What follows belongs to an exercise in optimizing a design on an open flow for small area, a short achievable clock period and few clock cycles per item; a production flow would make more cautious choices.
No run shown here included a check of the RTL's function; only the layout flow was run.
Power figures rest on the tool's default switching activity, not on a simulated workload.

$ cat flow/run.sh
#!/bin/bash
# synth_recipe.tcl (not shown) runs the flow's synth.tcl, then flattens the netlist and writes it again
# the make line also repeats each setting of config.mk as NAME=value (left out here)
make -C /OpenROAD-flow-scripts/flow DESIGN_CONFIG=/design/flow/config.mk WORK_HOME=/design/flow/orfs CLKGATE_MAP_FILE= SYNTH_SCRIPT=/design/flow/synth_recipe.tcl finish
$ cat flow/design.v
package deq_pkg;
	localparam logic [2:0] CMD_PUSH_BACK  = 3'd0;
	localparam logic [2:0] CMD_PUSH_FRONT = 3'd1;
	localparam logic [2:0] CMD_POP_FRONT  = 3'd2;
	localparam logic [2:0] CMD_POP_BACK   = 3'd3;
	localparam logic [2:0] CMD_DUMP       = 3'd4;
	localparam logic [1:0] STAT_OK    = 2'd0;
	localparam logic [1:0] STAT_FULL  = 2'd1;
	localparam logic [1:0] STAT_EMPTY = 2'd2;
	localparam int VALUE_W = 32;
	typedef logic [4:0] fill_t;
	typedef struct packed {
		logic [2:0]                cmd;
		logic signed [VALUE_W-1:0] item_value;
	} in_item_t;
	typedef struct packed {
		logic signed [VALUE_W-1:0] out_value;
		logic [1:0]                status;
		logic                      last_of_run;
		fill_t                     fill_count;
	} out_item_t;
endpackage
module deq_ram #(
	parameter int WIDTH = 32,
	parameter int DEPTH = 16
) (
	input  logic             clk,
	input  logic [DEPTH-1:0] we,
	input  logic [WIDTH-1:0] wdata,
	input  logic [DEPTH-1:0] rsel,
	output logic [WIDTH-1:0] rdata
);
	logic [WIDTH-1:0] mem_q [DEPTH];
	always_ff @(posedge clk) begin
		for (int i = 0; i < DEPTH; i++) begin
			if (we[i]) begin
				mem_q[i] <= wdata;
			end
		end
	end
	always_comb begin
		rdata = '0;
		for (int i = 0; i < DEPTH; i++) begin
			rdata = rdata | (mem_q[i] & {WIDTH{rsel[i]}});
		end
	end
endmodule
module deq_ctrl #(
	parameter int DEPTH = 16
) (
	input  logic                        clk,
	input  logic                        arst_n,
	input  logic                        cmd_valid,
	output logic                        cmd_stall,
	input  deq_pkg::in_item_t           cmd_item,
	output logic                        res_valid,
	input  logic                        res_stall,
	output deq_pkg::out_item_t          res_item,
	output logic [DEPTH-1:0]            ram_we,
	output logic [DEPTH-1:0]            ram_rsel,
	input  logic [deq_pkg::VALUE_W-1:0] ram_rdata
);
	logic [3:0]       front_q, back_q;
	logic [4:0]       cnt_q;
	logic             s1_v;
	logic [DEPTH-1:0] s1_rsel;
	logic [1:0]       s1_status;
	logic             s1_last;
	logic [3:0]       s1_left;
	logic                        o_v;
	logic [deq_pkg::VALUE_W-1:0] o_val;
	logic [1:0]                  o_status;
	logic                        o_last;
	logic [4:0]                  o_fill;
	logic             full, empty;
	logic             o_free, s1_adv, accept;
	logic [3:0]       front_m1, back_m1;
	logic [DEPTH-1:0] oh_front, oh_front_m1, oh_back, oh_back_m1;
	assign full  = cnt_q[4];
	assign empty = (cnt_q == 5'd0);
	assign front_m1 = front_q - 4'd1;
	assign back_m1  = back_q - 4'd1;
	always_comb begin
		for (int i = 0; i < DEPTH; i++) begin
			oh_front[i]    = (front_q == i[3:0]);
			oh_front_m1[i] = (front_m1 == i[3:0]);
			oh_back[i]     = (back_q == i[3:0]);
			oh_back_m1[i]  = (back_m1 == i[3:0]);
		end
	end
	assign o_free    = !o_v || !res_stall;
	assign s1_adv    = s1_v && o_free;
	assign cmd_stall = s1_v && (!o_free || !s1_last);
	assign accept    = cmd_valid && !cmd_stall;
	always_comb begin
		ram_we = '0;
		if (accept && !full && cmd_item.cmd == deq_pkg::CMD_PUSH_BACK)  ram_we = oh_back;
		if (accept && !full && cmd_item.cmd == deq_pkg::CMD_PUSH_FRONT) ram_we = oh_front_m1;
	end
	assign ram_rsel = s1_rsel;
	assign res_valid            = o_v;
	assign res_item.out_value   = o_val;
	assign res_item.status      = o_status;
	assign res_item.last_of_run = o_last;
	assign res_item.fill_count  = o_fill;
	always_ff @(posedge clk or negedge arst_n) begin
		if (!arst_n) begin
			front_q <= '0;
			back_q  <= '0;
			cnt_q   <= '0;
			s1_v    <= 1'b0;
			o_v     <= 1'b0;
		end else begin
			if (o_free) begin
				o_v <= s1_v;
			end
			if (accept) begin
				s1_v <= 1'b1;
				case (cmd_item.cmd)
					deq_pkg::CMD_PUSH_BACK: begin
						if (!full) begin
							back_q <= back_q + 4'd1;
							cnt_q  <= cnt_q + 5'd1;
						end
					end
					deq_pkg::CMD_PUSH_FRONT: begin
						if (!full) begin
							front_q <= front_m1;
							cnt_q   <= cnt_q + 5'd1;
						end
					end
					deq_pkg::CMD_POP_FRONT: begin
						if (!empty) begin
							front_q <= front_q + 4'd1;
							cnt_q   <= cnt_q - 5'd1;
						end
					end
					deq_pkg::CMD_POP_BACK: begin
						if (!empty) begin
							back_q <= back_m1;
							cnt_q  <= cnt_q - 5'd1;
						end
					end
					deq_pkg::CMD_DUMP: ;
					default: s1_v <= 1'b0;
				endcase
			end else if (s1_adv && s1_last) begin
				s1_v <= 1'b0;
			end
		end
	end
	always_ff @(posedge clk) begin
		if (accept) begin
			s1_rsel   <= '0;
			s1_last   <= 1'b1;
			s1_status <= deq_pkg::STAT_OK;
			s1_left   <= cnt_q[3:0] - 4'd1;
			case (cmd_item.cmd)
				deq_pkg::CMD_PUSH_BACK, deq_pkg::CMD_PUSH_FRONT: begin
					if (full) s1_status <= deq_pkg::STAT_FULL;
				end
				deq_pkg::CMD_POP_FRONT: begin
					if (empty) s1_status <= deq_pkg::STAT_EMPTY;
					else s1_rsel <= oh_front;
				end
				deq_pkg::CMD_POP_BACK: begin
					if (empty) s1_status <= deq_pkg::STAT_EMPTY;
					else s1_rsel <= oh_back_m1;
				end
				deq_pkg::CMD_DUMP: begin
					if (empty) begin
						s1_status <= deq_pkg::STAT_EMPTY;
					end else begin
						s1_rsel <= oh_front;
						s1_last <= (cnt_q == 5'd1);
					end
				end
				default: ;
			endcase
		end else if (s1_adv) begin
			s1_rsel <= {s1_rsel[DEPTH-2:0], s1_rsel[DEPTH-1]};
			s1_left <= s1_left - 4'd1;
			s1_last <= (s1_left == 4'd1);
		end
	end
	always_ff @(posedge clk) begin
		if (o_free) begin
			o_val    <= ram_rdata;
			o_status <= s1_status;
			o_last   <= s1_last;
			o_fill   <= cnt_q;
		end
	end
endmodule
module double_ended_queue_core #(
	parameter int DEPTH = 16
) (
	input  logic               clk,
	input  logic               arst_n,
	input  logic               cmd_valid,
	output logic               cmd_stall,
	input  deq_pkg::in_item_t  cmd_item,
	output logic               res_valid,
	input  logic               res_stall,
	output deq_pkg::out_item_t res_item
);
	logic [DEPTH-1:0]            ram_we;
	logic [DEPTH-1:0]            ram_rsel;
	logic [deq_pkg::VALUE_W-1:0] ram_rdata;
	deq_ctrl #(
		.DEPTH (DEPTH)
	) u_ctrl (
		.clk       (clk),
		.arst_n    (arst_n),
		.cmd_valid (cmd_valid),
		.cmd_stall (cmd_stall),
		.cmd_item  (cmd_item),
		.res_valid (res_valid),
		.res_stall (res_stall),
		.res_item  (res_item),
		.ram_we    (ram_we),
		.ram_rsel  (ram_rsel),
		.ram_rdata (ram_rdata)
	);
	deq_ram #(
		.WIDTH (deq_pkg::VALUE_W),
		.DEPTH (DEPTH)
	) u_ram (
		.clk   (clk),
		.we    (ram_we),
		.wdata (cmd_item.item_value),
		.rsel  (ram_rsel),
		.rdata (ram_rdata)
	);
endmodule
module deq_top (
	input  logic        clk,
	input  logic        arst_n,
	input  logic        cmd_valid,
	output logic        cmd_stall,
	input  logic [34:0] cmd_item,
	output logic        res_valid,
	input  logic        res_stall,
	output logic [39:0] res_item
);
	deq_pkg::in_item_t  cmd_s;
	deq_pkg::out_item_t res_s;
	assign cmd_s    = cmd_item;
	assign res_item = res_s;
	double_ended_queue_core #(
		.DEPTH (16)
	) u_core (
		.clk       (clk),
		.arst_n    (arst_n),
		.cmd_valid (cmd_valid),
		.cmd_stall (cmd_stall),
		.cmd_item  (cmd_s),
		.res_valid (res_valid),
		.res_stall (res_stall),
		.res_item  (res_s)
	);
endmodule
$ cat flow/config.mk
export PLATFORM = sky130hd
export DESIGN_NAME = deq_top
export DESIGN_NICKNAME = deq_top
export VERILOG_FILES = /design/flow/design.v
export SDC_FILE = /design/flow/constraint.sdc
export NUM_CORES = 4
export LEC_CHECK = 0
export CAP_MARGIN = 20
export CORE_MARGIN = 2
export CORE_UTILIZATION = 40
export SETUP_SLACK_MARGIN = 2.0
export SLEW_MARGIN = 20
$ cat flow/constraint.sdc
create_clock -name core_clock -period 4.0 [get_ports {clk}]
set_input_delay 0.8000 -clock core_clock [delete_from_list [all_inputs] [get_ports {clk}]]
set_output_delay 0.8000 -clock core_clock [all_outputs]
set_load 0.01 [all_outputs]
==> results.sh, run 1 <==
export IMPL_drive_above_1_share=0.266
export IMPL_route_final_wire_length_mm=67.6
export IMPL_holdBufCountCts=0
export IMPL_grt_pass1_vias=13402
export IMPL_dominantRegCellSynth="edfxtp_1"
export IMPL_rows=86
export IMPL_leakagePower_nw=9.36
export IMPL_pin_count=81
export IMPL_worstHoldEndpoint="u_core.u_ctrl.o_status[1]$_DFFE_PN_"
export IMPL_tns_ns=0
export IMPL_slew_headroom=0.470
export IMPL_drcViolationCount=0
export IMPL_wl_per_cell_um=30.1
export IMPL_syn_avg_cell_area_um2=18.4
export IMPL_dieHeight_um=240
export IMPL_timing_rr_end="u_core.u_ram.mem_q[1][12]$_DFFE_PP_"
export IMPL_status="complete, no violations"
export IMPL_drt_pass1_iter_count=5
export IMPL_critPathRequiredTime_ns=4.32
export IMPL_criticalPathCategory="primary input to flop"
export IMPL_r2r_slack_ns=1.72
export IMPL_finalWorstSetupSlack_ns=1.71
export IMPL_r2r_cells=7
export IMPL_antenna_cells=0
export IMPL_grt_overflow_total=0
export IMPL_syn2layout_area_growth_pct=29.4
export IMPL_vdd_drop_max_uv=422
export IMPL_die_x_um=240
export IMPL_cts_htree_levels=2
export IMPL_stdcell_count=2245
export IMPL_viasPerCell=6.14
export IMPL_gp_congestion=0.862
export IMPL_place_inst=2004
export IMPL_final_nets=1509
export IMPL_fin_crit_sh=0.572
export IMPL_slowest_stage="or4_4"
export IMPL_critical_path_endpoint_type="flop"
export IMPL_hp_class="flop to flop"
export IMPL_multi_input_area_mm2=0.00494
export IMPL_antenna_found_initial=1
export IMPL_layout_cells_most_common="edfxtp_1"
export IMPL_drt_iter0_markers=2084
export IMPL_fin_skew_ns=0.0228
export IMPL_regArea_mm2=0.0177
export IMPL_clock_latency_ns=0.62
export IMPL_synthesis_area_mm2=0.0223
export IMPL_fin_crit_ns=2.29
export IMPL_gr_usage_met3=0.0456
export IMPL_hold_viol_final=0
export IMPL_hold_start="u_core.u_ctrl.s1_status[1]$_DFFE_PP_"
export IMPL_core_area_mm2=0.0551
export IMPL_final_cell_mix="575 x edfxtp_1, 136 x a22o_1, 125 x a221oi_1, 75 x clkbuf_16, 63 x buf_4"
export IMPL_clockRootBuffer="clkbuf_16"
export IMPL_use_met1=0.292
export IMPL_async_flop_share=0.0254
export IMPL_syn_num_nets=1270
export IMPL_fill_cells=4355
export IMPL_syn_inst=1212
export IMPL_grt_first_pass_wirelength_mm=91.9
export IMPL_yosysSeqAreaShare=0.793
export IMPL_path_common_cell="buf_12"
export IMPL_top_usage_layer="met2"
export IMPL_start_util=0.404
export IMPL_clock_sink_count=590
export IMPL_cts_tree="built"
export IMPL_ant_nets=0
export IMPL_clk_pin_slew_ns=0.06
export IMPL_worst_pin_slew_ns=0.792
export IMPL_finalMaxSlewViolations=0
export IMPL_max_freq_ghz=0.437
export IMPL_dieArea_mm2=0.0575
export IMPL_arrival_ns=2.61
export IMPL_setup_viol=0
export IMPL_ctsLongestPathBuffers=3
export IMPL_synth_warnings=3
export IMPL_grt_use_total=0.221
export IMPL_ys_ff_latch=590
export IMPL_worstHoldPathCells=0
export IMPL_rsz0062_at_grt="true"
export IMPL_cpPeakStageDelay_ns=0.54
export IMPL_hpwl_mm=31.5
export IMPL_grt_util_met2=0.371
export IMPL_crit_path_start_kind="primary input"
export IMPL_total_power_mw=18.2
export IMPL_yosys_cell_types_count=62
export IMPL_r2r_start="u_core.u_ctrl.back_q[3]$_DFFE_PN0P_"
export IMPL_p_per_area_mw_per_mm2=631
export IMPL_grt_max_degree=43
export IMPL_port_buffers=80
export IMPL_cp_cell_sequence="clkdlybuf4s15_2, or4_4, a2111oi_4, buf_6, buf_12, buf_8, a22o_4, buf_12"
export IMPL_vias=13774
export IMPL_numCtsBuffers=56
export IMPL_drv_cap=0
export IMPL_synth_edf_count=575
export IMPL_dpl_worst_slack_ns=0.375
export IMPL_cp_max_fo=8
-- cells in the mapped netlist, types with 3 or more instances --
master	count	area [um2]
mux2i_1	7	70.1
nand3_1	11	55.1
a221oi_1	128	1120
xor2_1	4	35.0
dfrtp_1	15	375
a31oi_1	6	37.5
or3_1	4	25.0
buf_2	8	40.0
nand4_1	33	206
nand4b_1	4	35.0
o21ai_1	9	45.0
clkbuf_1	69	259
edfxtp_1	575	17300
nor2b_1	4	25.0
o21ai_0	3	15.0
nor2_1	9	33.8
o22ai_1	11	68.8
inv_1	14	52.6
and3_1	3	18.8
nand2b_1	9	56.3
nor3_1	5	25.0
a21oi_1	21	105
nand2_1	22	82.6
ha_1	19	238
o32ai_1	9	78.8
nand3b_1	7	52.6
o2bb2ai_1	10	87.6
a22o_1	139	1220
xnor2_1	10	87.6
-- critical path: cells and delay by family --
| family | cells | cell delay (ns) |
|---|---|---|
| AO/OA/AOI/OAI | 2 | 0.49 |
| AND/OR/NAND/NOR | 1 | 0.54 |
| buffers and inverters | 5 | 0.75 |
-- area by class of cell --
cell class              instances  share of cell area
repair buffers                256               0.112
flip-flops and latches        590               0.613
clock inverters                35              0.0164
well taps                     748              0.0325
clock buffers                  69              0.0521
inverters                      14             0.00182
multi-input cells             533               0.171
-- routing by layer --
layer / up-vias / part of all wire / wire (um)
li1: 5683 / - / -
met1: 7172 / 0.40 / 26800
met5: - / 0 / 0
met3: 115 / 0.090 / 6080
met4: 0 / 0.025 / 1710
met2: 804 / 0.49 / 33000
-- report_power, final --
part	switching (mW)	internal (mW)	leakage (nW)
clock network	2.34	3.38	0.971
logic	3.16	1.79	3.08
registers	0.289	7.21	5.31
total	5.78	12.4	9.36
-- flip-flops by register name, summed over array words and instances (netlist names) --
register and flops:
u_core.u_ctrl.back_q 4, u_core.u_ctrl.cnt_q 5, u_core.u_ctrl.front_q 4, u_core.u_ctrl.o_fill 5, u_core.u_ctrl.o_last 1, u_core.u_ctrl.o_status 2
u_core.u_ctrl.o_v 1, u_core.u_ctrl.o_val 32, u_core.u_ctrl.s1_last 1, u_core.u_ctrl.s1_left 4, u_core.u_ctrl.s1_rsel 16, u_core.u_ctrl.s1_status 2
u_core.u_ctrl.s1_v 1, u_core.u_ram.mem_q 512
-- logic make-up after synthesis --
family / synth area share
DFF: 0.793
buffers and inverters: 0.0171
AOI/OAI and AO/OA: 0.134
adders and majority gates: 0.0107
and+or+nand+nor: 0.0361
muxes: 0.00416
xor gates and xnor gates: 0.00551
-- timing repair --
item / in CTS / in global routing
cloned: 15 / 23
pin swaps: 18 / 17
setup buffers: 76 / 23
setup endpoints to repair: 626 / 545
gates resized for setup: 270 / 55
-- worst max path at each step --
stage                                        start                                  end  cells past startpoint
2_1_floorplan                         cmd_item[33]   u_core.u_ram.mem_q[3][0]$_DFFE_PP_                      5
3_3_place_gp                             res_stall  u_core.u_ram.mem_q[4][31]$_DFFE_PP_                      8
3_5_place_dp                          cmd_item[32]   u_core.u_ram.mem_q[4][3]$_DFFE_PP_                      7
4_1_cts            u_core.u_ctrl.s1_last$_DFFE_PP_  u_core.u_ram.mem_q[6][24]$_DFFE_PP_                      7
5_1_grt        u_core.u_ctrl.back_q[3]$_DFFE_PN0P_  u_core.u_ram.mem_q[1][12]$_DFFE_PP_                      7
6_report                              cmd_item[32]  u_core.u_ram.mem_q[1][12]$_DFFE_PP_                      8
-- through the flow --
stage | utilization | instance area, um2 | hold slack [ns]
detailed placement | 0.445 | 24500 | 0.405
global placement | 0.445 | 24500 | 0.408
CTS | 0.504 | 27800 | 0.419
finish | 0.523 | 28800 | 0.421
global route | 0.523 | 28800 | 0.431
floorplan | - | 22700 | 0.400
==> run 2, diff against run 1 <==
--- a/flow/config.mk
+++ b/flow/config.mk
@@ -9,4 +9,4 @@
 export CORE_MARGIN = 2
 export CORE_UTILIZATION = 40
-export SETUP_SLACK_MARGIN = 2.0
+export SETUP_SLACK_MARGIN = 1.5
 export SLEW_MARGIN = 20
==> run 2 against run 1 <==
  * Still clean
  * Die area unchanged
  * Worst setup slack got worse by 0.17 ns
  * Synthesized cell count unchanged
  * Via count decreased by 7.3%
  * Critical path type is now flop to flop
  * Critical endpoint is now u_core.u_ctrl.o_val[7]$_DFFE_PN_
  * Largest cell class unchanged
==> results.sh, run 2 <==
export IMPL_status="complete, no violations"
export IMPL_antenna_cells=0
export IMPL_synth_commonest_cells="575 x edfxtp_1, 139 x a22o_1, 128 x a221oi_1"
export IMPL_grt_use_total=0.207
export IMPL_worstHoldEndpoint="u_core.u_ctrl.o_status[0]$_DFFE_PN_"
export IMPL_timing_rr_end="u_core.u_ctrl.o_val[7]$_DFFE_PN_"
export IMPL_dieArea_mm2=0.0575
export IMPL_critical_path_endpoint_type="flop"
export IMPL_fin_skew_ns=0.0204
export IMPL_yosys_cell_types_count=62
export IMPL_ys_top_cells_by_area="edfxtp_1 78%, a22o_1 5.5%, a221oi_1 5.0%"
export IMPL_arrival_ns=2.75
export IMPL_r2r_start="u_core.u_ctrl.s1_rsel[15]$_DFFE_PP_"
export IMPL_dieHeight_um=240
export IMPL_leakagePower_nw=8.55
export IMPL_slowest_stage="edfxtp_1"
export IMPL_syn_inst=1212
export IMPL_dominantRegCellSynth="edfxtp_1"
export IMPL_criticalPathCategory="flop to flop"
export IMPL_final_nets=1413
export IMPL_worstHoldPathCells=0
export IMPL_finalWorstSetupSlack_ns=1.54
export IMPL_drcViolationCount=0
export IMPL_reg_top3="u_core.u_ram.mem_q x512, u_core.u_ctrl.o_val x32, u_core.u_ctrl.s1_rsel x16"
export IMPL_clock_latency_ns=0.62
export IMPL_hpwl_mm=32.9
export IMPL_antenna_found_initial=2
export IMPL_dpl_worst_slack_ns=0.476
export IMPL_holdBufCountCts=0
export IMPL_rows=86
export IMPL_grt_pass1_vias=12627
export IMPL_start_util=0.404
export IMPL_cp_max_fo=19
export IMPL_fin_util=0.487
export IMPL_pin_count=81
export IMPL_core_area_mm2=0.0551
export IMPL_ant_nets=0
export IMPL_worst_pin_slew_ns=0.934
export IMPL_rsz0062_at_grt="false"
export IMPL_hold_start="u_core.u_ctrl.s1_status[0]$_DFFE_PP_"
export IMPL_largest_reg_flops=512
export IMPL_cts_tree="built"
export IMPL_setup_viol=0
export IMPL_numCtsBuffers=57
export IMPL_syn_num_nets=1270
export IMPL_synth_warnings=3
export IMPL_drive_above_1_share=0.155
export IMPL_vdd_drop_max_uv=382
export IMPL_cp_cell_sequence="buf_4, a22o_1, a221oi_1, nand4_1"
export IMPL_viasPerCell=5.95
export IMPL_synthesis_area_mm2=0.0223
export IMPL_synth_edf_count=575
export IMPL_async_flop_share=0.0254
export IMPL_critPathRequiredTime_ns=4.29
export IMPL_top_register="u_core.u_ram.mem_q"
export IMPL_hold_viol_final=0
export IMPL_max_freq_ghz=0.406
export IMPL_gp_congestion=0.848
export IMPL_route_final_wire_length_mm=59.3
export IMPL_r2r_cells=4
export IMPL_place_inst=2003
export IMPL_vias=12770
export IMPL_hp_class="flop to flop"
export IMPL_ctsLongestPathBuffers=3
export IMPL_clockRootBuffer="clkbuf_16"
export IMPL_drt_iter0_markers=1356
export IMPL_syn2layout_area_growth_pct=20.6
export IMPL_final_cell_mix="575 x edfxtp_1, 136 x a22o_1, 128 x a221oi_1, 76 x clkdlybuf4s50_1, 59 x clkbuf_16"
export IMPL_synth_top_area_frac=0.776
export IMPL_p_per_area_mw_per_mm2=639
export IMPL_stdcell_count=2146
export IMPL_die_x_um=240
export IMPL_r2r_slack_ns=1.54
export IMPL_tns_ns=0
export IMPL_fin_crit_sh=0.615
export IMPL_syn_avg_cell_area_um2=18.4
export IMPL_synth_most_common_cell="edfxtp_1"
export IMPL_crit_path_start_kind="flop"
export IMPL_cts_htree_levels=2
export IMPL_port_buffers=80
export IMPL_yosysSeqAreaShare=0.793
export IMPL_wl_per_cell_um=27.6
export IMPL_clk_pin_slew_ns=0.06
export IMPL_grt_overflow_total=0
export IMPL_yosysTopAreaCell="edfxtp_1"
export IMPL_ys_ff_latch=590
export IMPL_slew_headroom=0.378
export IMPL_finalMaxSlewViolations=0
export IMPL_drv_cap=0
export IMPL_drt_pass1_iter_count=5
export IMPL_clock_sink_count=590
export IMPL_cpPeakStageDelay_ns=0.76
export IMPL_grt_first_pass_wirelength_mm=86.3
export IMPL_grt_max_degree=43
export IMPL_layout_cells_most_common="edfxtp_1"
export IMPL_fill_cells=4580
export IMPL_fin_crit_ns=2.46
run 2: cell counts after synthesis:
No cell type changed its count.
run 2: worst max-delay path by stage:
stage / start / endpoint / slack [ns] / cells past startpoint
finish: u_core.u_ctrl.s1_rsel[15]$_DFFE_PP_ / u_core.u_ctrl.o_val[7]$_DFFE_PN_ / 1.54 / 4
global route: u_core.u_ctrl.front_q[1]$_DFFE_PN0P_ / u_core.u_ram.mem_q[8][16]$_DFFE_PP_ / 1.53 / 5
CTS: res_stall / cmd_stall / 1.31 / 4
detailed placement: res_stall / u_core.u_ram.mem_q[15][24]$_DFFE_PP_ / 0.48 / 7
global placement: res_stall / u_core.u_ram.mem_q[10][6]$_DFFE_PP_ / 0.50 / 6
floorplan: cmd_item[33] / u_core.u_ram.mem_q[0][0]$_DFFE_PP_ / 1.34 / 4
run 2: power by group:
part / switching (mW) / internal (mW) / total, mW
Sequential: 0.546 / 7.20 / 7.75
Combinational: 2.60 / 1.47 / 4.07
Clock: 2.25 / 3.08 / 5.33
Total: 5.39 / 11.8 / 17.1
run 2: repair_timing:
action	in CTS	in global routing
gates resized for setup	27	14
setup buffers	27	7
pin swaps	9	3
endpoints found under the setup margin	497	441
cloned	5	2
run 2: cell type report:
class,count,area (um2),share of cell area
repair buffers,164,1760,0.0655
flip-flops and latches,590,17600,0.657
multi-input cells,528,4620,0.172
clock buffers,67,1490,0.0553
clock inverters,35,339,0.0126
inverters,14,52.6,0.00196
well taps,748,936,0.0349
run 2: metal layers:
metal	up-vias	track usage	share of wire
li1	5457	-	-
met1	6598	0.290	0.43
met2	623	0.335	0.48
met3	90	0.0341	0.077
met4	2	0.0599	0.020
met5	-	0	0.00022
run 2: critical path, delay by kind of cell (launching register included):
kind | cells | cell delay, ns
AO/OA/AOI/OAI | 2 | 0.66
flip-flops | 1 | 0.76
buffers and inverters | 1 | 0.41
AND/OR/NAND/NOR | 1 | 0.29
run 2: kinds of logic after synthesis:
family	after synthesis	synth area share
DFF	590	0.793
buffers and inverters	95	0.0171
AOI/OAI and AO/OA	354	0.134
xor gates and xnor gates	14	0.00551
muxes	9	0.00416
adders and majority gates	19	0.0107
and+or+nand+nor	131	0.0361
run 2: stage by stage:
stage | hold WS (ns) | cell area, um2 | total power, mW
floorplan | 0.400 | 22600 | 10.1
global placement | 0.406 | 24400 | 11.7
detailed placement | 0.408 | 24400 | 11.8
CTS | 0.423 | 26800 | 17.1
global route | 0.427 | 26800 | 17.8
finish | 0.421 | 26800 | 17.1
==> run 3, diff against run 2 <==
--- a/flow/design.v
+++ b/flow/design.v
@@ -93,9 +93,5 @@
 	assign cmd_stall = s1_v && (!o_free || !s1_last);
 	assign accept    = cmd_valid && !cmd_stall;
-	always_comb begin
-		ram_we = '0;
-		if (accept && !full && cmd_item.cmd == deq_pkg::CMD_PUSH_BACK)  ram_we = oh_back;
-		if (accept && !full && cmd_item.cmd == deq_pkg::CMD_PUSH_FRONT) ram_we = oh_front_m1;
-	end
+	assign ram_we = (oh_back | oh_front_m1) & {DEPTH{!full && !(s1_v && !o_free)}};
 	assign ram_rsel = s1_rsel;
 	assign res_valid            = o_v;
--- a/flow/config.mk
+++ b/flow/config.mk
@@ -9,4 +9,4 @@
 export CORE_MARGIN = 2
 export CORE_UTILIZATION = 40
-export SETUP_SLACK_MARGIN = 1.5
+export SETUP_SLACK_MARGIN = 2.0
 export SLEW_MARGIN = 20
==> run 3 against run 2 <==
  * Via count up 8.8%
  * Global-route usage up 0.96 points
  * First-iteration DRC count up 50%
  * Sequential power up 18%
  * Largest cell class unchanged
  * Cell area up 7.0%
  * Die area up 0.42%
  * Non-clock buffer count up 86
  * Critical endpoint is now u_core.u_ram.mem_q[12][3]$_DFFE_PP_
==> results.sh, run 3 <==
export IMPL_status="complete, no violations"
export IMPL_ys_ff_latch=590
export IMPL_holdBufCountCts=0
export IMPL_grt_overflow_total=0
export IMPL_cp_max_fo=8
export IMPL_wl_per_cell_um=29.9
export IMPL_syn_inst=1247
export IMPL_cts_htree_levels=2
export IMPL_max_freq_ghz=0.432
export IMPL_crit_path_start_kind="flop"
export IMPL_arrival_ns=2.66
export IMPL_drt_pass1_iter_count=6
export IMPL_dpl_worst_slack_ns=0.583
export IMPL_p_per_area_mw_per_mm2=806
export IMPL_drcViolationCount=0
export IMPL_dominantRegCellSynth="edfxtp_1"
export IMPL_drt_iter0_markers=2039
export IMPL_leakagePower_nw=9.35
export IMPL_vias=13897
export IMPL_numCtsBuffers=58
export IMPL_clock_latency_ns=0.64
export IMPL_critPathRequiredTime_ns=4.34
export IMPL_synth_most_common_cell="edfxtp_1"
export IMPL_antenna_found_initial=1
export IMPL_critical_path_endpoint_type="flop"
export IMPL_syn_avg_cell_area_um2=17.9
export IMPL_route_final_wire_length_mm=67.9
export IMPL_finalMaxSlewViolations=0
export IMPL_syn2layout_area_growth_pct=28.6
export IMPL_synth_top_area_frac=0.773
export IMPL_hp_class="flop to flop"
export IMPL_viasPerCell=6.13
export IMPL_pin_count=81
export IMPL_yosysTopAreaCell="edfxtp_1"
export IMPL_rsz0062_at_grt="true"
export IMPL_core_area_mm2=0.0552
export IMPL_yosys_cell_types_count=59
export IMPL_wl_met2_mm=32.9
export IMPL_grt_pass1_vias=12860
export IMPL_largest_reg_flops=512
export IMPL_top_register="u_core.u_ram.mem_q"
export IMPL_ctsLongestPathBuffers=3
export IMPL_hpwl_mm=29.7
export IMPL_drive_above_1_share=0.265
export IMPL_clock_sink_count=590
export IMPL_hold_viol_final=0
export IMPL_fin_crit_ns=2.32
export IMPL_reg_top3="u_core.u_ram.mem_q x512, u_core.u_ctrl.o_val x32, u_core.u_ctrl.s1_rsel x16"
export IMPL_synthesis_area_mm2=0.0224
export IMPL_layout_cells_most_common="edfxtp_1"
export IMPL_worst_pin_slew_ns=0.782
export IMPL_grt_first_pass_wirelength_mm=89.9
export IMPL_tns_ns=0
export IMPL_die_x_um=240
export IMPL_async_flop_share=0.0254
export IMPL_dieHeight_um=240
export IMPL_ys_top_cells_by_area="edfxtp_1 77%, a221oi_1 5.0%, a22o_1 5.0%"
export IMPL_criticalPathCategory="flop to flop"
export IMPL_final_cell_mix="575 x edfxtp_1, 128 x a22o_1, 128 x a221oi_1, 81 x clkbuf_16, 65 x buf_4"
export IMPL_synth_edf_count=575
export IMPL_ant_nets=0
export IMPL_drv_cap=0
export IMPL_vdd_drop_max_uv=444
export IMPL_synth_commonest_cells="575 x edfxtp_1, 128 x a221oi_1, 128 x a22o_1"
export IMPL_top_layer_used="met4"
export IMPL_dr_wl_met3_mm=5.77
export IMPL_clockRootBuffer="clkbuf_16"
export IMPL_clk_pin_slew_ns=0.06
export IMPL_slew_headroom=0.477
export IMPL_yosysSeqAreaShare=0.789
export IMPL_syn_num_nets=1305
export IMPL_synth_warnings=3
export IMPL_wl_met1_mm=27.2
export IMPL_final_nets=1527
export IMPL_fin_skew_ns=0.0349
export IMPL_worst_hold_slack_ns=0.419
export IMPL_setup_viol=0
export IMPL_finalWorstSetupSlack_ns=1.68
export IMPL_start_util=0.405
export IMPL_port_buffers=80
export IMPL_cts_tree="built"
export IMPL_grt_max_degree=34
export IMPL_grt_use_total=0.217
export IMPL_dieArea_mm2=0.0578
export IMPL_gp_congestion=0.774
export IMPL_rows=86
export IMPL_fin_crit_sh=0.579
## run 3: per-stage QoR
step	utilization	power, mW	std cells	area [um2]
5_1_grt	0.521	23.9	2268	28700
6_report	0.521	23.2	2268	28700
3_5_place_dp	0.440	15.1	2027	24300
2_1_floorplan	-	12.6	1247	22600
3_3_place_gp	0.440	15.0	2027	24300
4_1_cts	0.494	21.6	2205	27300
## run 3: metal layers
| layer | global-route usage | vias to the layer above |
|---|---|---|
| li1 | - | 5752 |
| met1 | 0.298 | 7215 |
| met2 | 0.356 | 819 |
| met3 | 0.0362 | 111 |
| met4 | 0.0634 | 0 |
| met5 | 0 | - |
## run 3: worst max-delay path, cell delays in order (launching register included)
cell and delay [ns]:
dfrtp_2 0.45, inv_4 0.08, ha_4 0.19, xor2_4 0.33, buf_4 0.21, nand3_4 0.09, a21oi_4 0.29, buf_12 0.19
clkbuf_16 0.20
## run 3: cells by family after synthesis
kind of cell,synth area share
AO/OA/AOI/OAI,0.127
multiplexers,0.00358
buffers and inverters,0.0188
flip-flops,0.789
XOR/XNOR,0.00705
adder cells (fa/ha/maj),0.0106
AND/OR/NAND/NOR,0.0433
## run 3: power by group
part / total [mW] / leakage, nW / internal, mW / switching [mW]
Clock: 5.54 / 0.947 / 3.17 / 2.38
Combinational: 8.43 / 3.03 / 3.42 / 5.01
Sequential: 9.18 / 5.37 / 8.58 / 0.599
## run 3: cell type report
class	count	area (um2)
Antenna cell	1	2.50
Clock buffer	69	1510
Clock inverter	41	413
Fill cell	4342	26500
Inverter	14	61.3
Multi-Input combinational cell	555	4960
Sequential cell	590	17700
Tap cell	748	936
Timing Repair Buffer	250	3190
## run 3: timing repair
item	4_1_cts	5_1_grt
setup endpoints to repair	611	517
cloned	16	26
setup buffers	52	36
hold endpoints to repair	0	0
pin swaps	23	27
resized for setup	272	106
## run 3: final timing paths
path	startpoint	endpoint	slack (ns)	depth (start not counted)
max in group asynchronous	arst_n	u_core.u_ctrl.cnt_q[1]$_DFFE_PN0P_	2.81	1
hold reg to reg	u_core.u_ctrl.s1_status[0]$_DFFE_PP_	u_core.u_ctrl.o_status[0]$_DFFE_PN_	0.42	0
min in group asynchronous	arst_n	u_core.u_ctrl.front_q[1]$_DFFE_PN0P_	0.64	1
setup reg to reg	u_core.u_ctrl.front_q[1]$_DFFE_PN0P_	u_core.u_ram.mem_q[12][3]$_DFFE_PP_	1.68	8
hold / removal	u_core.u_ctrl.s1_status[0]$_DFFE_PP_	u_core.u_ctrl.o_status[0]$_DFFE_PN_	0.42	0
setup / recovery	u_core.u_ctrl.front_q[1]$_DFFE_PN0P_	u_core.u_ram.mem_q[12][3]$_DFFE_PP_	1.68	8
==> run 4, diff against run 3 <==
--- a/flow/design.v
+++ b/flow/design.v
@@ -58,4 +58,5 @@
 	output deq_pkg::out_item_t          res_item,
 	output logic [DEPTH-1:0]            ram_we,
+	output logic [deq_pkg::VALUE_W-1:0] ram_wdata,
 	output logic [DEPTH-1:0]            ram_rsel,
 	input  logic [deq_pkg::VALUE_W-1:0] ram_rdata
@@ -63,4 +64,7 @@
 	logic [3:0]       front_q, back_q;
 	logic [4:0]       cnt_q;
+	logic             w_v;
+	logic [3:0]       w_idx;
+	logic [deq_pkg::VALUE_W-1:0] w_data;
 	logic             s1_v;
 	logic [DEPTH-1:0] s1_rsel;
@@ -93,5 +97,10 @@
 	assign cmd_stall = s1_v && (!o_free || !s1_last);
 	assign accept    = cmd_valid && !cmd_stall;
-	assign ram_we = (oh_back | oh_front_m1) & {DEPTH{!full && !(s1_v && !o_free)}};
+	always_comb begin
+		for (int i = 0; i < DEPTH; i++) begin
+			ram_we[i] = w_v && (w_idx == i[3:0]);
+		end
+	end
+	assign ram_wdata = w_data;
 	assign ram_rsel = s1_rsel;
 	assign res_valid            = o_v;
@@ -107,5 +116,8 @@
 			s1_v    <= 1'b0;
 			o_v     <= 1'b0;
+			w_v     <= 1'b0;
 		end else begin
+			w_v <= accept && !full &&
+			       (cmd_item.cmd == deq_pkg::CMD_PUSH_BACK || cmd_item.cmd == deq_pkg::CMD_PUSH_FRONT);
 			if (o_free) begin
 				o_v <= s1_v;
@@ -145,4 +157,8 @@
 			end
 		end
+	end
+	always_ff @(posedge clk) begin
+		w_data <= cmd_item.item_value;
+		w_idx  <= (cmd_item.cmd == deq_pkg::CMD_PUSH_BACK) ? back_q : front_m1;
 	end
 	always_ff @(posedge clk) begin
@@ -202,4 +218,5 @@
 );
 	logic [DEPTH-1:0]            ram_we;
+	logic [deq_pkg::VALUE_W-1:0] ram_wdata;
 	logic [DEPTH-1:0]            ram_rsel;
 	logic [deq_pkg::VALUE_W-1:0] ram_rdata;
@@ -216,4 +233,5 @@
 		.res_item  (res_item),
 		.ram_we    (ram_we),
+		.ram_wdata (ram_wdata),
 		.ram_rsel  (ram_rsel),
 		.ram_rdata (ram_rdata)
@@ -225,5 +243,5 @@
 		.clk   (clk),
 		.we    (ram_we),
-		.wdata (cmd_item.item_value),
+		.wdata (ram_wdata),
 		.rsel  (ram_rsel),
 		.rdata (ram_rdata)
==> run 4 against run 3 <==
  * Sequential power decreased by 12%
  * Global-route usage decreased by 1.5 points
  * Clock-buffer cell count increased by 24
  * First-iteration DRC count decreased by 37%
  * Die area increased by 1.1%
  * Highest routed layer is now met5
==> results.sh, run 4 <==
export IMPL_status="complete, no violations"
export IMPL_route_final_wire_length_mm=59.5
export IMPL_syn_num_nets=1267
export IMPL_crit_buf_inv=1
export IMPL_clkPwrFrac=0.322
export IMPL_synthesis_area_mm2=0.0226
export IMPL_grt_overflow_total=0
export IMPL_pwr_share_comb=0.232
export IMPL_dieArea_mm2=0.0584
export IMPL_fin_skew_ns=0.0244
export IMPL_synth_simple_area_share=0.0363
export IMPL_hold_viol_final=0
export IMPL_clockRootBuffer="clkbuf_16"
export IMPL_clk_pin_slew_ns=0.06
export IMPL_grt_first_pass_wirelength_mm=85.8
export IMPL_fin_crit_ns=2.15
export IMPL_slew_headroom=0.462
export IMPL_ctsLongestPathBuffers=3
export IMPL_wl_per_cell_um=27.4
export IMPL_rows=87
export IMPL_syn_inst=1212
export IMPL_grt_pass1_vias=12787
export IMPL_cts_htree_levels=3
export IMPL_antenna_cells=0
export IMPL_start_util=0.403
export IMPL_synth_commonest_cells="575 x edfxtp_1, 128 x a221oi_1, 128 x a22o_1"
export IMPL_synth_top_family_by_area="compound AO/OA/AOI/OAI gates"
export IMPL_holdBufCountCts=0
export IMPL_vias=12705
export IMPL_synth_warnings=3
export IMPL_vdd_drop_max_uv=428
export IMPL_r2r_cells=6
export IMPL_max_freq_ghz=0.465
export IMPL_fill_cells=4636
export IMPL_grt_max_degree=33
export IMPL_top_register="u_core.u_ram.mem_q"
export IMPL_hp_class="flop to flop"
export IMPL_synth_compound_area_frac=0.116
export IMPL_finalMaxSlewViolations=0
export IMPL_synth_top_area_frac=0.764
export IMPL_async_flop_share=0.0255
export IMPL_clock_sink_count=627
export IMPL_ys_ff_latch=627
export IMPL_viasPerCell=5.86
export IMPL_reg_top3="u_core.u_ram.mem_q x512, u_core.u_ctrl.o_val x32, u_core.u_ctrl.w_data x32"
export IMPL_cp_cell_sequence="nand2_8, a21boi_4, buf_6"
export IMPL_leakagePower_nw=8.79
export IMPL_synth_fa_ha_area_frac=0.00886
export IMPL_gr_usage_met3=0.0395
export IMPL_die_x_um=242
export IMPL_dominantRegCellSynth="edfxtp_1"
export IMPL_syn2layout_area_growth_pct=19.3
export IMPL_tns_ns=0
export IMPL_synth_xor_area_frac=0.00698
export IMPL_final_cell_area_mm2=0.0270
export IMPL_drv_cap=0
export IMPL_crit_path_start_kind="flop"
export IMPL_drt_pass1_iter_count=5
export IMPL_yosysSeqAreaShare=0.814
export IMPL_layout_cells_most_common="edfxtp_1"
export IMPL_critPathRequiredTime_ns=3.20
export IMPL_final_nets=1417
export IMPL_worstHoldPathCells=0
export IMPL_critical_path_endpoint_type="output pin"
export IMPL_grt_use_total=0.201
export IMPL_power_frac_seq=0.445
export IMPL_p_int_mw=12.5
export IMPL_drcViolationCount=0
export IMPL_hpwl_mm=29.3
export IMPL_pin_count=81
export IMPL_fin_crit_sh=0.538
export IMPL_use_met1=0.272
export IMPL_numCtsBuffers=67
export IMPL_worst_pin_slew_ns=0.804
export IMPL_largest_reg_flops=512
export IMPL_cts_tree="built"
export IMPL_slowest_stage="dfrtp_2"
export IMPL_syn_avg_cell_area_um2=18.6
export IMPL_antenna_found_initial=1
export IMPL_arrival_ns=1.35
export IMPL_grt_util_met2=0.328
export IMPL_drive_above_1_share=0.202
export IMPL_setup_viol=0
export IMPL_synth_most_common_cell="edfxtp_1"
export IMPL_synth_edf_count=575
export IMPL_final_cell_mix="575 x edfxtp_1, 128 x a22o_1, 128 x a221oi_1, 69 x clkbuf_16, 62 x buf_4"
export IMPL_ys_top_cells_by_area="edfxtp_1 76%, a221oi_1 5.0%, a22o_1 5.0%"
export IMPL_dieHeight_um=242
export IMPL_p_sw_mw=5.60
export IMPL_criticalPathCategory="flop to output pin"
export IMPL_top_usage_layer="met2"
export IMPL_drt_iter0_markers=1287
export IMPL_yosys_cell_types_count=45
export IMPL_worst_path_stages=3
export IMPL_rsz0062_at_grt="true"
export IMPL_ant_nets=0
export IMPL_yosysTopAreaCell="edfxtp_1"
export IMPL_port_buffers=80
export IMPL_crit_family="flip-flops"
export IMPL_p_per_area_mw_per_mm2=672
export IMPL_gp_congestion=0.786
export IMPL_placedInstanceArea_mm2=0.0246
export IMPL_cp_max_fo=2
export IMPL_synth_mux_area_frac=0.00133
export IMPL_netSwitchingFraction=0.309
export IMPL_cpPeakStageDelay_ns=0.42
export IMPL_clock_latency_ns=0.60
export IMPL_core_area_mm2=0.0561
run 4: cell types whose count changed after synthesis, sizes merged, moves of 6 or more:
cell | before | now
nor2 | 36 | 30
a221o | 0 | 16
a2111oi | 9 | 0
nand3 | 9 | 3
clkbuf | 73 | 66
a32oi | 15 | 0
dfxtp | 0 | 36
nand2 | 22 | 12
o21ai | 20 | 10
and3 | 5 | 18
run 4: repair_timing:
item                       in CTS  in global routing
setup endpoints to repair     573                 61
buffers inserted               38                  3
pin swaps                      17                  1
resized for setup             200                 29
cloned                          2                  0
run 4: through the flow:
| step | hold WS, ns | utilization | setup WS [ns] | instances | power [mW] |
|---|---|---|---|---|---|
| finish | 0.480 | 0.481 | 1.85 | 2169 | 18.1 |
| CTS | 0.476 | 0.479 | 1.67 | 2166 | 18.2 |
| global route | 0.474 | 0.481 | 1.80 | 2169 | 18.8 |
| floorplan | 0.400 | - | 1.55 | 1212 | 10.5 |
| global placement | 0.471 | 0.438 | 0.862 | 2006 | 12.2 |
| detailed placement | 0.429 | 0.438 | 0.858 | 2006 | 12.2 |
run 4: power by group through the flow:
stage / Combinational, mW / Sequential, mW / Clock (mW)
floorplan: 2.49 / 8.03 / 0
global placement: 3.81 / 8.35 / 0
detailed placement: 3.84 / 8.36 / 0
CTS: 4.12 / 8.08 / 5.96
global route: 4.46 / 8.13 / 6.20
finish: 4.21 / 8.07 / 5.84
run 4: per-layer routing:
metal  vias to the layer above  part of all wire
met1                      6619              0.42
met4                         2             0.025
met2                       581              0.48
met3                       104             0.075
li1                       5399                 -
met5                         -           0.00018
run 4: final timing paths:
check                                                       end  slack [ns]                                  from
hold reg to reg             u_core.u_ctrl.o_status[1]$_DFFE_PN_        0.48  u_core.u_ctrl.s1_status[1]$_DFFE_PP_
min in group asynchronous  u_core.u_ctrl.front_q[2]$_DFFE_PN0P_        0.68                                arst_n
max in group asynchronous         u_core.u_ctrl.o_v$_DFFE_PN0N_        2.76                                arst_n
hold / removal              u_core.u_ctrl.o_status[1]$_DFFE_PN_        0.48  u_core.u_ctrl.s1_status[1]$_DFFE_PP_
setup / recovery                                      cmd_stall        1.85         u_core.u_ctrl.o_v$_DFFE_PN0N_
setup reg to reg            u_core.u_ctrl.s1_rsel[10]$_DFFE_PP_        1.99    u_core.u_ctrl.cnt_q[0]$_DFFE_PN0P_
run 4: area by class of cell:
type                    instances  area, um2  share of cell area
flip-flops and latches        627      18400               0.682
inverters                      11       43.8             0.00162
clock buffers                  93       1860              0.0689
well taps                     756        946              0.0351
clock inverters                27        228             0.00845
repair buffers                159       1280              0.0476
multi-input cells             496       4210               0.156
run 4: kinds of logic after synthesis:
family	Yosys count
flops	627
mux	3
xor+xnor	18
buf+inv	91
simple gates	146
fa+ha+maj	16
compound gates	311
==> run 5, diff against run 4 <==
--- a/flow/config.mk
+++ b/flow/config.mk
@@ -9,4 +9,4 @@
 export CORE_MARGIN = 2
 export CORE_UTILIZATION = 40
-export SETUP_SLACK_MARGIN = 2.0
+export SETUP_SLACK_MARGIN = 2.3
 export SLEW_MARGIN = 20
==> run 5 against run 4 <==
  * Register-to-register slack worse by 0.02 ns
  * Clock skew up 0.0096 ns
  * Non-clock buffer count up 131
  * Worst setup slack worse by 0.047 ns
  * Sequential share of layout area down 7.8 points
  * Area after synthesis unchanged
  * Core utilization up 6.2 points
  * Final cell count up 6.4%
==> results.sh, run 5 <==
export IMPL_syn_inst=1212
export IMPL_cts_htree_levels=3
export IMPL_setup_viol=0
export IMPL_antenna_cells=0
export IMPL_top_layer_used="met5"
export IMPL_synth_warnings=3
export IMPL_core_area_mm2=0.0561
export IMPL_grt_first_pass_wirelength_mm=91.5
export IMPL_viasPerCell=6.01
export IMPL_synth_commonest_cells="575 x edfxtp_1, 128 x a221oi_1, 128 x a22o_1"
export IMPL_hold_start="u_core.u_ctrl.s1_status[1]$_DFFE_PP_"
export IMPL_drt_iter0_markers=1972
export IMPL_synth_top_area_frac=0.764
export IMPL_synth_most_common_cell="edfxtp_1"
export IMPL_start_util=0.403
export IMPL_tns_ns=0
export IMPL_syn_num_nets=1267
export IMPL_synth_mux_area_frac=0.00133
export IMPL_synth_fa_ha_area_frac=0.00886
export IMPL_p_per_area_mw_per_mm2=672
export IMPL_worst_pin_slew_ns=0.819
export IMPL_worstHoldPathCells=0
export IMPL_critPathRequiredTime_ns=3.20
export IMPL_syn_avg_cell_area_um2=18.6
export IMPL_clock_sink_count=627
export IMPL_max_freq_ghz=0.455
export IMPL_drcViolationCount=0
export IMPL_synth_edf_count=575
export IMPL_dieArea_mm2=0.0584
export IMPL_cp_max_fo=4
export IMPL_timing_rr_end="u_core.u_ctrl.s1_rsel[12]$_DFFE_PP_"
export IMPL_drive_above_1_share=0.344
export IMPL_grt_pass1_vias=12880
export IMPL_grt_max_degree=33
export IMPL_wl_met1_mm=27.5
export IMPL_synth_compound_area_frac=0.116
export IMPL_criticalPathCategory="flop to output pin"
export IMPL_hp_class="flop to flop"
export IMPL_drt_pass1_iter_count=7
export IMPL_synth_simple_area_share=0.0363
export IMPL_dr_wl_met3_mm=7.36
export IMPL_worst_hold_slack_ns=0.516
export IMPL_rsz0062_at_grt="true"
export IMPL_synthesis_area_mm2=0.0226
export IMPL_dieHeight_um=242
export IMPL_final_cell_mix="575 x edfxtp_1, 127 x a22o_1, 92 x clkbuf_16, 76 x a221oi_2, 58 x buf_4"
export IMPL_gp_congestion=0.779
export IMPL_status="complete, no violations"
export IMPL_die_x_um=242
export IMPL_top_register="u_core.u_ram.mem_q"
export IMPL_reg_top3="u_core.u_ram.mem_q x512, u_core.u_ctrl.o_val x32, u_core.u_ctrl.w_data x32"
export IMPL_fin_crit_ns=2.20
export IMPL_synth_top_family_by_area="compound AO/OA/AOI/OAI gates"
export IMPL_worstHoldEndpoint="u_core.u_ctrl.o_status[1]$_DFFE_PN_"
export IMPL_r2r_cells=6
export IMPL_antenna_found_initial=1
export IMPL_wl_per_cell_um=30.3
export IMPL_dominantRegCellSynth="edfxtp_1"
export IMPL_layout_cells_most_common="edfxtp_1"
export IMPL_synth_xor_area_frac=0.00698
export IMPL_route_final_wire_length_mm=69.9
export IMPL_port_buffers=80
export IMPL_clock_latency_ns=0.61
export IMPL_finalMaxSlewViolations=0
export IMPL_vias=13873
export IMPL_grt_use_total=0.218
export IMPL_grt_overflow_total=0
export IMPL_arrival_ns=1.40
export IMPL_fin_skew_ns=0.0340
export IMPL_clockRootBuffer="clkbuf_16"
export IMPL_r2r_start="u_core.u_ctrl.cnt_q[1]$_DFFE_PN0P_"
export IMPL_ys_ff_latch=627
export IMPL_clk_pin_slew_ns=0.06
export IMPL_drv_cap=0
export IMPL_ys_top_cells_by_area="edfxtp_1 76%, a221oi_1 5.0%, a22o_1 5.0%"
export IMPL_r2r_slack_ns=1.97
export IMPL_yosysSeqAreaShare=0.814
export IMPL_syn2layout_area_growth_pct=34.7
export IMPL_largest_reg_flops=512
export IMPL_async_flop_share=0.0255
export IMPL_hold_viol_final=0
export IMPL_numCtsBuffers=67
export IMPL_total_power_mw=20.4
export IMPL_leakagePower_nw=10.2
export IMPL_fin_crit_sh=0.549
export IMPL_vdd_drop_max_uv=375
export IMPL_ctsLongestPathBuffers=3
export IMPL_wl_met2_mm=32.9
export IMPL_final_nets=1551
export IMPL_cts_tree="built"
export IMPL_hpwl_mm=30.1
export IMPL_slew_headroom=0.452
export IMPL_crit_path_start_kind="flop"
export IMPL_rows=87
export IMPL_yosysTopAreaCell="edfxtp_1"
export IMPL_pin_count=81
export IMPL_ant_nets=0
export IMPL_yosys_cell_types_count=45
export IMPL_critical_path_endpoint_type="output pin"
==> run 5: changes by cell type in the layout (fill, tap and decap cells not counted), sizes merged, moves of 2 or more <==
cell and change:
buf +108, clkdlybuf4s15 +2, clkbuf +22, nor2 +2
bufinv +3, bufbuf +2, clkinv -3
==> run 5: worst max-delay path: stages, from the launching register on <==
cell,delay [ns]
dfrtp_1,0.45
a21boi_4,0.21
buf_2,0.14
==> run 5: routing by layer <==
metal	vias up	GRT usage
li1	5714	-
met1	7139	0.306
met2	880	0.345
met3	138	0.0467
met4	2	0.0617
met5	-	0
==> run 5: through the flow <==
stage | std cells | area, um2 | util | worst slack, ns
final | 2307 | 30400 | 0.543 | 1.80
after global routing | 2307 | 30400 | 0.543 | 1.77
after detailed placement | 2009 | 24600 | 0.439 | 0.836
after floorplan | 1212 | 23000 | - | 1.92
after CTS | 2247 | 28800 | 0.513 | 1.79
after global placement | 2009 | 24600 | 0.439 | 0.883
==> run 5: area by class of cell <==
| cell class | count | area (um2) |
|---|---|---|
| well taps | 756 | 946 |
| flip-flops and latches | 627 | 18400 |
| repair buffers | 290 | 3870 |
| fillers | 4229 | 25600 |
| clock inverters | 28 | 304 |
| inverters | 11 | 48.8 |
| clock buffers | 96 | 1940 |
| multi-input cells | 499 | 4920 |
==> run 5: repair_timing <==
action / CTS / global route
buffers inserted: 95 / 35
pin swaps: 46 / 44
hold buffers: 0 / 0
setup endpoints to repair: 645 / 516
resized for setup: 362 / 154
cloned: 19 / 25
==> run 5: logic make-up after synthesis <==
family	count (synthesis)
compound gates	311
buf+inv	91
simple gates	146
fa+ha+maj	16
flops	627
xor+xnor	18
mux	3
==> run 5: worst max path at each step <==
| stage | from | end | slack (ns) | cells past startpoint |
|---|---|---|---|---|
| floorplan | res_stall | u_core.u_ctrl.s1_rsel[11]$_DFFE_PP_ | 1.92 | 6 |
| global placement | res_stall | u_core.u_ctrl.s1_rsel[15]$_DFFE_PP_ | 0.88 | 6 |
| detailed placement | res_stall | u_core.u_ctrl.s1_rsel[14]$_DFFE_PP_ | 0.84 | 6 |
| CTS | u_core.u_ctrl.o_v$_DFFE_PN0N_ | cmd_stall | 1.79 | 4 |
| global route | u_core.u_ctrl.o_v$_DFFE_PN0N_ | cmd_stall | 1.77 | 4 |
| finish | u_core.u_ctrl.s1_v$_DFFE_PN0P_ | cmd_stall | 1.80 | 2 |
==> run 5: where the power goes <==
group / switching [mW] / leakage, nW / internal, mW / total, mW
clock: 2.54 / 1.09 / 3.72 / 6.26
combinational: 3.45 / 3.51 / 2.62 / 6.06
sequential: 0.460 / 5.64 / 7.65 / 8.11
==> run 6, diff against run 5 <==
--- a/flow/config.mk
+++ b/flow/config.mk
@@ -9,4 +9,6 @@
 export CORE_MARGIN = 2
 export CORE_UTILIZATION = 40
-export SETUP_SLACK_MARGIN = 2.3
+export CTS_BUF_LIST = sky130_fd_sc_hd__clkbuf_8
+export CTS_CLUSTER_SIZE = 30
+export SETUP_SLACK_MARGIN = 2.0
 export SLEW_MARGIN = 20
==> run 6 against run 5 <==
  * Non-clock buffer count down 128
  * Sequential share of layout area up 8.2 points
  * Clock-buffer cell count up 10
  * Critical path depth up 1
  * Sequential power down 0.5%
  * Die area unchanged
  * Global-route usage down 1.4 points
  * Clock skew down 0.0034 ns
  * Fmax down 1.7%
  * Register-to-register slack worse by 0.10 ns
  * Critical path type unchanged
==> results.sh, run 6 <==
export IMPL_leakagePower_nw=8.90
export IMPL_vdd_drop_max_uv=378
export IMPL_hp_class="flop to flop"
export IMPL_dpl_worst_slack_ns=0.858
export IMPL_drcViolationCount=0
export IMPL_critical_path_endpoint_type="output pin"
export IMPL_power_frac_seq=0.465
export IMPL_p_sw_mw=5.58
export IMPL_wl_per_cell_um=26.9
export IMPL_drv_cap=0
export IMPL_dieArea_mm2=0.0584
export IMPL_fin_skew_ns=0.0305
export IMPL_synth_commonest_cells="575 x edfxtp_1, 128 x a221oi_1, 128 x a22o_1"
export IMPL_finalMaxSlewViolations=0
export IMPL_hold_viol_final=0
export IMPL_synth_most_common_cell="edfxtp_1"
export IMPL_drt_iter0_markers=1235
export IMPL_syn_num_nets=1267
export IMPL_rsz0062_at_grt="true"
export IMPL_grt_max_degree=33
export IMPL_reg_top3="u_core.u_ram.mem_q x512, u_core.u_ctrl.o_val x32, u_core.u_ctrl.w_data x32"
export IMPL_synthesis_area_mm2=0.0226
export IMPL_clockRootBuffer="clkbuf_8"
export IMPL_antenna_found_initial=1
export IMPL_drt_pass1_iter_count=5
export IMPL_start_util=0.403
export IMPL_clkPwrFrac=0.293
export IMPL_final_nets=1453
export IMPL_syn_avg_cell_area_um2=18.6
export IMPL_status="complete, no violations"
export IMPL_dieHeight_um=242
export IMPL_netSwitchingFraction=0.322
export IMPL_ys_top_cells_by_area="edfxtp_1 76%, a221oi_1 5.0%, a22o_1 5.0%"
export IMPL_vias=12813
export IMPL_fin_crit_sh=0.559
export IMPL_slew_headroom=0.477
export IMPL_clock_sink_count=627
export IMPL_crit_path_start_kind="flop"
export IMPL_arrival_ns=1.44
export IMPL_syn_inst=1212
export IMPL_async_flop_share=0.0255
export IMPL_final_cell_mix="575 x edfxtp_1, 128 x a22o_1, 128 x a221oi_1, 107 x clkbuf_8, 65 x buf_4"
export IMPL_numCtsBuffers=100
export IMPL_grt_first_pass_wirelength_mm=87.0
export IMPL_synth_warnings=3
export IMPL_largest_reg_flops=512
export IMPL_grt_overflow_total=0
export IMPL_p_per_area_mw_per_mm2=648
export IMPL_dominantRegCellSynth="edfxtp_1"
export IMPL_setup_viol=0
export IMPL_viasPerCell=5.73
export IMPL_tns_ns=0
export IMPL_slowest_stage="dfrtp_2"
export IMPL_port_buffers=80
export IMPL_finalWorstSetupSlack_ns=1.76
export IMPL_clock_latency_ns=0.69
export IMPL_layout_cells_most_common="edfxtp_1"
export IMPL_fin_crit_ns=2.24
export IMPL_route_final_wire_length_mm=60.1
export IMPL_top_register="u_core.u_ram.mem_q"
export IMPL_core_area_mm2=0.0561
export IMPL_cpPeakStageDelay_ns=0.42
export IMPL_gp_congestion=0.786
export IMPL_pwr_share_comb=0.242
export IMPL_die_x_um=242
export IMPL_worst_pin_slew_ns=0.782
export IMPL_cts_tree="built"
export IMPL_yosysTopAreaCell="edfxtp_1"
export IMPL_cts_htree_levels=3
export IMPL_synth_top_area_frac=0.764
export IMPL_cp_max_fo=2
export IMPL_synth_edf_count=575
export IMPL_ys_ff_latch=627
export IMPL_r2r_slack_ns=1.87
export IMPL_criticalPathCategory="flop to output pin"
export IMPL_pin_count=81
export IMPL_max_freq_ghz=0.447
export IMPL_syn2layout_area_growth_pct=18.5
export IMPL_critPathRequiredTime_ns=3.20
export IMPL_antenna_cells=0
export IMPL_holdBufCountCts=0
export IMPL_yosysSeqAreaShare=0.814
export IMPL_drive_above_1_share=0.214
export IMPL_ctsLongestPathBuffers=3
export IMPL_ant_nets=0
export IMPL_cp_cell_sequence="nand2_8, a21boi_4, buf_6"
export IMPL_grt_pass1_vias=13145
export IMPL_hpwl_mm=29.3
export IMPL_grt_use_total=0.204
export IMPL_yosys_cell_types_count=45
export IMPL_p_int_mw=11.8
export IMPL_rows=87
export IMPL_clk_pin_slew_ns=0.06
[run 6: final timing paths]
path | to | startpoint | depth (start not counted)
worst min register to register | u_core.u_ctrl.o_status[1]$_DFFE_PN_ | u_core.u_ctrl.s1_status[1]$_DFFE_PP_ | 0
worst max register to register | u_core.u_ctrl.cnt_q[2]$_DFFE_PN0P_ | u_core.u_ctrl.o_v$_DFFE_PN0N_ | 7
max in group asynchronous | u_core.u_ctrl.o_v$_DFFE_PN0N_ | arst_n | 1
worst max-delay path | cmd_stall | u_core.u_ctrl.o_v$_DFFE_PN0N_ | 3
min in group asynchronous | u_core.u_ctrl.front_q[3]$_DFFE_PN0P_ | arst_n | 1
worst min-delay path | u_core.u_ctrl.o_status[1]$_DFFE_PN_ | u_core.u_ctrl.s1_status[1]$_DFFE_PP_ | 0
[run 6: power by group through the flow]
stage | sequential (mW) | combinational [mW] | clock (mW)
6_report | 8.07 | 4.19 | 5.08
3_3_place_gp | 8.35 | 3.81 | 0
5_1_grt | 8.13 | 4.45 | 5.47
4_1_cts | 8.08 | 4.12 | 5.20
2_1_floorplan | 8.03 | 2.49 | 0
3_5_place_dp | 8.36 | 3.84 | 0
[run 6: logic make-up (layout without fill, tap and decap cells)]
group	count (synthesis)	count (layout)	share of synthesized area
muxes	3	3	0.00133
and+or+nand+nor	146	148	0.0363
xor gates and xnor gates	18	18	0.00698
DFF	627	627	0.814
AOI/OAI and AO/OA	311	311	0.116
buffers and inverters	91	356	0.0164
adders and majority gates	16	16	0.00886
[run 6: timing repair]
action / in CTS / in global routing
setup buffers: 41 / 3
setup endpoints to repair: 576 / 122
pin swaps: 18 / 0
cloned: 2 / 0
resized for setup: 201 / 21
[run 6: final cells by class]
| cell class | count | area [um2] |
|---|---|---|
| clock buffer | 106 | 1460 |
| clock inverter | 77 | 404 |
| fill | 4654 | 29300 |
| inverter | 11 | 43.8 |
| multi-input combinational | 496 | 4190 |
| sequential | 627 | 18400 |
| tap | 756 | 946 |
| timing repair buffer | 162 | 1340 |
[run 6: per-stage QoR]
step / power, mW / hold slack (ns) / area [um2] / cells / utilization
after global routing: 18.1 / 0.477 / 26800 / 2235 / 0.478
after detailed placement: 12.2 / 0.429 / 24600 / 2006 / 0.438
after floorplan: 10.5 / 0.400 / 22800 / 1212 / -
after CTS: 17.4 / 0.474 / 26700 / 2232 / 0.476
after global placement: 12.2 / 0.471 / 24600 / 2006 / 0.438
final: 17.3 / 0.488 / 26800 / 2235 / 0.478
[run 6: per-layer routing]
layer,wire [um],vias to the layer above,global-route usage
met5,11,-,0
met4,1600,2,0.0721
met3,5120,116,0.0484
met2,28600,582,0.328
met1,24700,6634,0.271
li1,-,5479,-
[run 6: critical path, delay by kind of cell (launching register included)]
kind | cells | cell delay, ns
compound gates | 1 | 0.17
buf+inv | 1 | 0.12
flops | 1 | 0.42
simple gates | 1 | 0.06

## port drivers added, routing unchanged
No port has a modelled driver above. Below, the same layouts with a new extraction and two added sets of constraints.
Step 1 sets driving cells, clkbuf_16 on the clock port and buf_2 on the other inputs (assumed; they add their load-dependent delay and slew).
Step 2, shift: input delay + t, output delay - t, t = (earliest + latest rising clock arrival at the registers) / 2. This alone moves slack from input paths to output paths.
Three values: ideal ports, drivers, drivers and shift; two values: the first two.
| run | t, ns | setup WS [ns] | worst register clock-pin slew, ns |
|---|---|---|---|
| run 1 | 0.669 | 1.713 / 1.724 / 1.078 | 0.07 / 0.07 |
| run 2 | 0.669 | 1.540 / 1.540 / 0.927 | 0.07 / 0.07 |
| run 3 | 0.682 | 1.683 / 1.683 / 1.328 | 0.07 / 0.07 |
| run 4 | 0.653 | 1.849 / 1.786 / 1.505 | 0.06 / 0.06 |
| run 5 | 0.655 | 1.802 / 1.745 / 1.482 | 0.06 / 0.06 |
| run 6 | 0.720 | 1.765 / 1.713 / 1.151 | 0.07 / 0.07 |
After both steps every run listed still meets setup and hold. For run 1, which loses most, drivers alone change the setup slack by +0.011 ns; drivers and shift together by -0.635 ns.
